From an optimization exercise on the open Yosys and OpenROAD flow, aimed at a short achievable clock period and few clock cycles; shortcuts taken in it are not production practice.
At most, simulation tests tie the RTL to the original design; equivalence was not proved.
Power and IR drop assume default switching activity.

== P ==
==> flow/design.v <==
package psram_cache_pkg;
  localparam int ADDR_W = 23;
endpackage
module cache_data_ram #(
  parameter int LINES = 64
) (
  input  logic        clk,
  input  logic [7:0]  lo,         
  input  logic [7:0]  hi,         
  output logic [31:0] rd_data,
  input  logic        fill,       
  input  logic [31:0] fill_data,
  input  logic [3:0]  wr_be,      
  input  logic [31:0] wr_data
);
  logic [31:0] mem [64];
  logic [31:0] grp [8];
  for (genvar li = 0; li < 64; li++) begin : g_line
    for (genvar bi = 0; bi < 4; bi++) begin : g_byte
      always_ff @(posedge clk) begin
        if (lo[li % 8] && hi[li / 8] && (fill || wr_be[bi]))
          mem[li][8*bi +: 8] <= fill ? fill_data[8*bi +: 8] : wr_data[8*bi +: 8];
      end
    end
  end
  always_comb begin
    for (int h = 0; h < 8; h++) begin
      grp[h] = '0;
      for (int l = 0; l < 8; l++) grp[h] |= mem[8*h + l] & {32{lo[l]}};
    end
    rd_data = '0;
    for (int h = 0; h < 8; h++) rd_data |= grp[h] & {32{hi[h]}};
  end
endmodule
import psram_cache_pkg::*;
module psram_cache #(
  parameter int LINES = 64
) (
  input  logic              clk,
  input  logic              resetn,
  input  logic              cpu_valid,
  input  logic [ADDR_W-1:0] cpu_addr,
  input  logic [31:0]       cpu_wdata,
  input  logic [3:0]        cpu_wstrb,
  output logic [31:0]       cpu_rdata,
  output logic              cpu_ready,
  input  logic              flush,
  output logic              mem_valid,
  output logic [ADDR_W-1:0] mem_addr,
  output logic [31:0]       mem_wdata,
  output logic [3:0]        mem_wstrb,
  input  logic [31:0]       mem_rdata,
  input  logic              mem_ready,
  output logic [31:0]       stat_hits,
  output logic [31:0]       stat_misses
);
  localparam int IDX_W = 6;
  localparam int TAG_W = ADDR_W - IDX_W;
  logic [63:0]      line_v;
  logic [TAG_W-1:0] line_tag [64];
  logic              rw_a;        
  logic              miss_q;      
  logic              rq_a, rq_b;  
  logic              ov_a, ov_b;
  logic              bv_a, bv_b;
  logic              rdy_a, rdy_b;
  logic              wr_q;        
  logic              o_isrd;      
  logic              mv_q;        
  logic [31:0]       rdata_q;     
  logic              sel_mem;     
  logic [ADDR_W-1:0] b_addr;
  logic [31:0]       b_wdata;
  logic [3:0]        b_wstrb;
  logic [ADDR_W-1:0] o_addr;      
  logic [31:0]       o_wdata;     
  logic [3:0]        o_wstrb;     
  logic [31:0]       hits_p1;
  logic [31:0]       hits_bak;
  logic [31:0]       misses_p1;
  wire [TAG_W-1:0] in_tag = cpu_addr[ADDR_W-1:IDX_W];
  wire             in_wr  = |cpu_wstrb;
  logic [7:0]  lo, hi;
  logic [63:0] match;
  logic [31:0] line_rd;
  always_comb begin
    for (int i = 0; i < 8; i++) begin
      lo[i] = (cpu_addr[2:0] == 3'(i));
      hi[i] = (cpu_addr[5:3] == 3'(i));
    end
    for (int i = 0; i < 64; i++)
      match[i] = lo[i % 8] && hi[i / 8] && line_v[i] && (line_tag[i] == in_tag);
  end
  wire hit = |match;
  cache_data_ram #(
    .LINES (64)
  ) u_data_ram (
    .clk       (clk),
    .lo        (lo),
    .hi        (hi),
    .rd_data   (line_rd),
    .fill      (rd_done),
    .fill_data (mem_rdata),
    .wr_be     (wr_q ? cpu_wstrb : 4'b0000),
    .wr_data   (cpu_wdata)
  );
  wire rd_wait  = rw_a || miss_q;                
  wire rd_q     = rq_a || rq_b;
  wire ov       = ov_a || ov_b;                   
  wire bv       = bv_a || bv_b;                   
  wire rdy_q    = rdy_a || rdy_b;                 
  wire hs       = mv_q && mem_ready;              
  wire rd_done  = hs && o_isrd;
  wire out_free = !ov || hs;
  wire room     = !(ov && bv);
  wire can_take = cpu_valid && !rdy_q && !rd_wait;
  wire take_rd  = can_take && !in_wr;
  wire take_wr  = can_take && in_wr && room;
  wire enq_nh   = room && (take_wr || (rd_wait && !rd_q));    
  wire enq_m    = room && take_rd;                             
  wire ov_nh    = !out_free || bv || enq_nh;
  wire bv_nh    = out_free ? (bv && enq_nh) : (bv || enq_nh);
  wire bv_m     = (bv || !out_free) && enq_m;
  assign mem_valid = mv_q || (ov && !mem_ready);
  assign cpu_ready = rdy_q || rd_done;
  assign cpu_rdata = sel_mem ? mem_rdata : rdata_q;
  always_ff @(posedge clk or posedge resetn) begin
    if (resetn) begin
      line_v      <= '0;
      rw_a        <= 1'b0;
      miss_q      <= 1'b0;
      rq_a        <= 1'b0;
      rq_b        <= 1'b0;
      wr_q        <= 1'b0;
      ov_a        <= 1'b0;
      ov_b        <= 1'b0;
      o_isrd      <= 1'b0;
      bv_a        <= 1'b0;
      bv_b        <= 1'b0;
      rdy_a       <= 1'b0;
      rdy_b       <= 1'b0;
      mv_q        <= 1'b0;
      stat_hits   <= '0;
      stat_misses <= '0;
    end else begin
      for (int i = 0; i < 64; i++)
        line_v[i] <= (rd_done && lo[i % 8] && hi[i / 8]) || (line_v[i] && !flush);
      rw_a      <= rd_wait && !rd_done;
      miss_q    <= take_rd && !hit;
      rq_a      <= rd_wait && !rd_done && (rd_q || room);
      rq_b      <= enq_m && !hit;
      wr_q      <= take_wr && hit;
      rdy_a     <= take_wr;
      rdy_b     <= take_rd && hit;
      ov_a      <= ov_nh;
      ov_b      <= out_free && enq_m && !hit;
      if (out_free) o_isrd <= bv ? (b_wstrb == 4'b0000) : (cpu_wstrb == 4'b0000);
      bv_a      <= bv_nh;
      bv_b      <= bv_m && !hit;
      mv_q      <= mem_valid && !mem_ready;
      if (take_rd)     stat_hits <= hits_p1;
      else if (miss_q) stat_hits <= hits_bak;
      if (miss_q)      stat_misses <= misses_p1;
    end
  end
  always_ff @(posedge clk) begin
    hits_p1   <= stat_hits + 32'd1;
    hits_bak  <= stat_hits;
    misses_p1 <= stat_misses + 32'd1;
    rdata_q   <= line_rd;
    sel_mem   <= rd_wait && !rd_done;
    for (int i = 0; i < 64; i++)
      if (rd_done && lo[i % 8] && hi[i / 8]) line_tag[i] <= in_tag;
    if (!bv || out_free) begin
      b_addr  <= cpu_addr;
      b_wdata <= cpu_wdata;
      b_wstrb <= cpu_wstrb;
    end
    o_addr    <= out_free ? (bv ? b_addr  : cpu_addr)  : mem_addr;
    o_wdata   <= out_free ? (bv ? b_wdata : cpu_wdata) : mem_wdata;
    o_wstrb   <= out_free ? (bv ? b_wstrb : cpu_wstrb) : mem_wstrb;
    mem_addr  <= out_free ? (bv ? b_addr  : cpu_addr)  : o_addr;
    mem_wdata <= out_free ? (bv ? b_wdata : cpu_wdata) : o_wdata;
    mem_wstrb <= out_free ? (bv ? b_wstrb : cpu_wstrb) : o_wstrb;
  end
endmodule
make LEC_CHECK=0 ABC_CLOCK_PERIOD_IN_PS=2200 CAP_MARGIN=20 CORE_MARGIN=2 CORE_UTILIZATION=45 SETUP_SLACK_MARGIN=3.5 SLEW_MARGIN=20 finish   # period 6.0 ns
run.sh (not shown) runs the stock make flow with config.mk's settings and CLKGATE_MAP_FILE= SYNTH_SCRIPT=/design/flow/synth_recipe.tcl, a recipe that flattens the netlist after the stock synthesis.
#### Input delta (Q over P)
diff --git a/flow/design.v b/flow/design.v
--- a/flow/design.v
+++ b/flow/design.v
@@ -7,6 +7,8 @@
   input  logic        clk,
   input  logic [7:0]  lo,         
   input  logic [7:0]  hi,         
+  input  logic        rd_sel_mem,
+  input  logic [31:0] mem_data,
   output logic [31:0] rd_data,
   input  logic        fill,       
   input  logic [31:0] fill_data,
@@ -28,8 +30,8 @@
       grp[h] = '0;
       for (int l = 0; l < 8; l++) grp[h] |= mem[8*h + l] & {32{lo[l]}};
     end
-    rd_data = '0;
-    for (int h = 0; h < 8; h++) rd_data |= grp[h] & {32{hi[h]}};
+    rd_data = mem_data & {32{rd_sel_mem}};
+    for (int h = 0; h < 8; h++) rd_data |= grp[h] & {32{hi[h] && !rd_sel_mem}};
   end
 endmodule
 import psram_cache_pkg::*;
@@ -67,8 +69,6 @@
   logic              wr_q;        
   logic              o_isrd;      
   logic              mv_q;        
-  logic [31:0]       rdata_q;     
-  logic              sel_mem;     
   logic [ADDR_W-1:0] b_addr;
   logic [31:0]       b_wdata;
   logic [3:0]        b_wstrb;
@@ -98,6 +98,8 @@
     .clk       (clk),
     .lo        (lo),
     .hi        (hi),
+    .rd_sel_mem (rd_wait),
+    .mem_data  (mem_rdata),
     .rd_data   (line_rd),
     .fill      (rd_done),
     .fill_data (mem_rdata),
@@ -122,8 +124,7 @@
   wire bv_nh    = out_free ? (bv && enq_nh) : (bv || enq_nh);
   wire bv_m     = (bv || !out_free) && enq_m;
   assign mem_valid = mv_q || (ov && !mem_ready);
-  assign cpu_ready = rdy_q || rd_done;
-  assign cpu_rdata = sel_mem ? mem_rdata : rdata_q;
+  assign cpu_ready = rdy_q;
   always_ff @(posedge clk or posedge resetn) begin
     if (resetn) begin
       line_v      <= '0;
@@ -150,7 +151,7 @@
       rq_a      <= rd_wait && !rd_done && (rd_q || room);
       rq_b      <= enq_m && !hit;
       wr_q      <= take_wr && hit;
-      rdy_a     <= take_wr;
+      rdy_a     <= take_wr || rd_done;
       rdy_b     <= take_rd && hit;
       ov_a      <= ov_nh;
       ov_b      <= out_free && enq_m && !hit;
@@ -167,8 +168,7 @@
     hits_p1   <= stat_hits + 32'd1;
     hits_bak  <= stat_hits;
     misses_p1 <= stat_misses + 32'd1;
-    rdata_q   <= line_rd;
-    sel_mem   <= rd_wait && !rd_done;
+    cpu_rdata <= line_rd;
     for (int i = 0; i < 64; i++)
       if (rd_done && lo[i % 8] && hi[i / 8]) line_tag[i] <= in_tag;
     if (!bv || out_free) begin
Results
Result for Q and P: all clean. In the metrics for Q and P, the one carrying the higher number of clock buffers inserted by TritonCTS is P. The run showing the smaller final-layout non-clock buffer area share is P. Maximum vdd ir drop: Q lower than P. Compared with P, Q shows multi-input gate share of the layout cell area lower by 0.36 points. Between Q and P, the difference in flip-flop and latch count is negligible. Comparing growth of design area from synthesis to finish for Q and P, the smaller number came from P. Diff P..Q | synthesized area | negligible. Placeable core area across Q and P: no real change. Placed standard-cell area, Q and P, higher one = P.
Testbench counts of Q, summed over its fixed seeds: cycles 168,812.
For P, only the layout was checked, not whether the RTL still works.

==> static timing again, ports no longer ideal <==
How much do the figures lean on ideal ports? The routed layouts below were timed once more, with nothing changed but the port constraints. Step 1 sets driving cells, clkbuf_16 on the clock port and buf_2 on the other inputs (assumed; they add their load-dependent delay and slew). Step 2, shift: input delay + t, output delay - t, t = (earliest + latest rising clock arrival at the registers) / 2. This alone moves slack from input paths to output paths. Three values: ideal, step 1, step 2; two values: the first two.
run | shift t [ns] | setup slack, ns | worst hold slack (ns) | worst slew at a driven data input, ns | pins driven straight from the clock port
P | 1.069 | 2.524 / 2.419 / 1.730 | 0.408 / 0.408 / 0.408 | 0.50 | 1
Q | 1.052 | 3.015 / 2.786 / 1.734 | 0.438 / 0.438 / 0.438 | 0.54 | 1
After both steps setup and hold are still met in every run listed. The setup slack of Q, which loses most, moves by -0.229 ns with the drivers and by -1.281 ns with both steps.
